Source: an optimization exercise on an open RTL-to-GDS flow (aim: small area, a short achievable clock period and few clock cycles per item). Production flows keep margins and buffers that such runs may drop.
In this exercise RTL edits were held to simulation tests only and were not proved equivalent to the original.
The clock port is modelled as an ideal driver, which makes a skipped or thinned clock tree look cheaper than it is; a real chip needs a root buffer or a tree.

==> amber: inputs <==
// mul_unit
module mul_unit (
   input  logic     clk,
   input  logic     reset,
   input  logic     op_valid,
   input  mul_pkg::operand_t op_a,
   input  mul_pkg::operand_t op_b,
   output logic     busy,
   output mul_pkg::word_t    res_word,
   output logic     res_valid,
   output logic     res_last
);
clock: 33.0 ns
lec_check: 0
abc_area: 1
cap_margin: 20
core_margin: 2
core_utilization: 70
cts_cluster_diameter: 150
cts_cluster_size: 22
slew_margin: 20
synth_hierarchical: 1
standard.sh (not shown) runs the stock make flow with config.mk's settings and CLKGATE_MAP_FILE= SYNTH_SCRIPT=/design/flow/synth_recipe.tcl, a recipe that flattens the netlist after the stock synthesis.
==> flow/flow/run.sh <==
#!/bin/bash
# The standard layout with two changes:
#  - smaller, faster port buffers: buffer_ports inserts buf_2 cells instead of the default
#    clkdlybuf4s50_1, and after global placement the input ports' buffers become buf_1
#    cells (flow/small_inbuf.tcl). Every port keeps its buffer.
#  - after CTS, the clock tree's branching level and its dummy loads are removed, so the
#    leaf buffers hang off the root buffer (flow/flatten_clock.tcl). Every register's clock
#    arrives earlier by about the same amount.
# The make output goes to standard.log; each step logs into orfs/logs as usual.
set -euo pipefail
export BUFFER_PORTS_ARGS="-buffer_cell sky130_fd_sc_hd__buf_2"
export POST_GLOBAL_PLACE_TCL="$(pwd)/flow/small_inbuf.tcl"
export POST_CTS_TCL="$(pwd)/flow/flatten_clock.tcl"
bash standard.sh > standard.log 2>&1
==> flow/flow/flatten_clock.tcl <==
# Sourced at the end of the CTS step (POST_CTS_TCL). CTS builds the clock tree as a root
# buffer after the port, a level of branching buffers and the leaf buffers that drive the
# registers, and hangs dummy loads on some nets to balance them. On a design this small the
# branching level only adds delay: its buffers and the dummy loads are removed and the leaf
# buffers hang straight off the root buffer's net, so every register's clock arrives earlier
# by about the same amount.
proc fc_out_net {inst} {
  foreach it [$inst getITerms] {
    if {[$it isOutputSignal]} { return [$it getNet] }
  }
  return "NULL"
}
proc fc_is_buf {inst} {
  return [string match "sky130_fd_sc_hd__clkbuf_*" [[$inst getMaster] getName]]
}
set block [ord::get_db_block]
set port_net "NULL"
foreach bt [$block getBTerms] {
  if {[$bt getName] eq "clk"} { set port_net [$bt getNet] }
}
# clock nets: everything reachable from the port through clock buffers
set clock_nets [list $port_net]
set todo [list $port_net]
while {[llength $todo]} {
  set net [lindex $todo 0]
  set todo [lrange $todo 1 end]
  foreach it [$net getITerms] {
    if {![$it isInputSignal]} { continue }
    set inst [$it getInst]
    set out [fc_out_net $inst]
    if {[fc_is_buf $inst] && $out ne "NULL"} {
      lappend clock_nets $out
      lappend todo $out
    }
  }
}
# dummy loads: cells on a clock net whose output drives nothing
set dummies 0
foreach net $clock_nets {
  foreach it [$net getITerms] {
    if {![$it isInputSignal]} { continue }
    set inst [$it getInst]
    set out [fc_out_net $inst]
    if {[string match "*dfxtp*" [[$inst getMaster] getName]]} { continue }
    if {$out eq "NULL" || [llength [$out getITerms]] <= 1} {
      odb::dbInst_destroy $inst
      if {$out ne "NULL"} { odb::dbNet_destroy $out }
      incr dummies
    }
  }
}
set port_loads [$port_net getITerms]
set mids {}
if {[llength $port_loads] == 1 && [fc_is_buf [[lindex $port_loads 0] getInst]]} {
  set root [[lindex $port_loads 0] getInst]
  set root_net [fc_out_net $root]
  foreach it [$root_net getITerms] {
    if {![$it isInputSignal]} { continue }
    set inst [$it getInst]
    if {![fc_is_buf $inst]} { continue }
    set only_bufs 1
    foreach jt [[fc_out_net $inst] getITerms] {
      if {[$jt isInputSignal] && ![fc_is_buf [$jt getInst]]} { set only_bufs 0 }
    }
    if {$only_bufs} { lappend mids $inst }
  }
  foreach mid $mids {
    set mid_net [fc_out_net $mid]
    foreach jt [$mid_net getITerms] {
      if {[$jt isInputSignal]} {
        $jt disconnect
        $jt connect $root_net
      }
    }
    odb::dbInst_destroy $mid
    odb::dbNet_destroy $mid_net
  }
  puts "flatten_clock: removed $dummies dummy loads and [llength $mids] branching buffers; [expr {[llength [$root_net getITerms]] - 1}] buffers now on [$root_net getName]"
}
Other scripts of this flow, unchanged in this note and not shown: flow/flow/small_inbuf.tcl
==> pepper (differences from amber) <==
==> flow/flow/run.sh (replaced) <==
#!/bin/bash
set -euo pipefail
export BUFFER_PORTS_ARGS="-buffer_cell sky130_fd_sc_hd__buf_2"
export POST_GLOBAL_PLACE_TCL="$(pwd)/flow/small_inbuf.tcl"
export POST_CTS_TCL="$(pwd)/flow/drop_clock_root.tcl"
bash standard.sh > standard.log 2>&1
==> flow/flow/drop_clock_root.tcl (new file) <==
proc dcr_out_net {inst} {
  foreach it [$inst getITerms] {
    if {[$it isOutputSignal]} { return [$it getNet] }
  }
  return "NULL"
}
proc dcr_is_buf {inst} {
  return [string match "sky130_fd_sc_hd__clkbuf_*" [[$inst getMaster] getName]]
}
set block [ord::get_db_block]
set port_net "NULL"
foreach bt [$block getBTerms] {
  if {[$bt getName] eq "clk"} { set port_net [$bt getNet] }
}
# clock nets: everything reachable from the port through clock buffers
set clock_nets [list $port_net]
set todo [list $port_net]
while {[llength $todo]} {
  set net [lindex $todo 0]
  set todo [lrange $todo 1 end]
  foreach it [$net getITerms] {
    if {![$it isInputSignal]} { continue }
    set inst [$it getInst]
    set out [dcr_out_net $inst]
    if {[dcr_is_buf $inst] && $out ne "NULL"} {
      lappend clock_nets $out
      lappend todo $out
    }
  }
}
# dummy loads: cells on a clock net whose output drives nothing
set dummies 0
foreach net $clock_nets {
  foreach it [$net getITerms] {
    if {![$it isInputSignal]} { continue }
    set inst [$it getInst]
    if {[string match "*dfxtp*" [[$inst getMaster] getName]]} { continue }
    set out [dcr_out_net $inst]
    if {$out eq "NULL" || [llength [$out getITerms]] <= 1} {
      odb::dbInst_destroy $inst
      if {$out ne "NULL"} { odb::dbNet_destroy $out }
      incr dummies
    }
  }
}
set port_loads [$port_net getITerms]
set dropped 0
if {[llength $port_loads] == 1 && [dcr_is_buf [[lindex $port_loads 0] getInst]]} {
  set root [[lindex $port_loads 0] getInst]
  set root_net [dcr_out_net $root]
  set loads {}
  set all_bufs 1
  foreach it [$root_net getITerms] {
    if {![$it isInputSignal]} { continue }
    lappend loads $it
    if {![dcr_is_buf [$it getInst]]} { set all_bufs 0 }
  }
  if {$all_bufs && [llength $loads] <= 4} {
    foreach it $loads {
      $it disconnect
      $it connect $port_net
    }
    odb::dbInst_destroy $root
    odb::dbNet_destroy $root_net
    set dropped 1
  }
}
puts "drop_clock_root: removed $dummies dummy loads; root buffer removed: $dropped; the clock port drives [llength [$port_net getITerms]] pins"
CORE_UTILIZATION = 60   (was 70)
removed: flow/flow/flatten_clock.tcl
==> comparison table <==
	pepper	amber
Fraction of met2 tracks used by global routing	58.81%	65.00%
Count of buffers not belonging to the clock network in the layout	164	166
Overall Global Routing Usage	38.43%	43.33%
Largest driver fanout on the critical path	1	2
Placed Instance Area	24,280 um2	24,180 um2
Net total in the final layout	3,043	3,044
Worst Clk Skew	0.02470 ns	0.02973 ns
Number of antenna diodes	0	1
Die ar.	41,590 um2	35,760 um2
Max Fclk	134.3 MHz	132.9 MHz
Final core occ	62.14%	72.77%
Met3 global-route usage	9.566%	13.90%
Result of the run	finished clean	finished clean
DR vias	19,370	19,520
Testbench counts of amber, summed over its fixed seeds: cycles 4,824, items 1,600.
Testbench counts of pepper, summed over its fixed seeds: cycles 4,824, items 1,600.

==> separate check: timing with driven ports <==
The results above use ideal ports. As a check the final layouts listed here were re-extracted and re-timed, cells and wires unchanged. Step 1 (the two cells are an assumption about what drives the block):
set clk [get_ports {clk}]
set_driving_cell -lib_cell sky130_fd_sc_hd__clkbuf_16 $clk
set_driving_cell -lib_cell sky130_fd_sc_hd__buf_2 [delete_from_list [all_inputs] $clk]
Step 2 moves the port delays by t, midway between the first and last clock arrival at a register: inputs arrive t later, outputs are due t later. That takes back most of the time a late clock gives input paths. Slacks: ideal ports / drivers / drivers and shift; pairs: ideal ports / drivers.
run	t (ns)	setup slack, ns	latest minus earliest clock arrival (ns)
amber	0.509	25.473 / 25.413 / 25.725	0.035 / 0.034
pepper	0.447	25.557 / 25.474 / 25.773	0.025 / 0.025
After both steps every run listed still meets setup and hold.
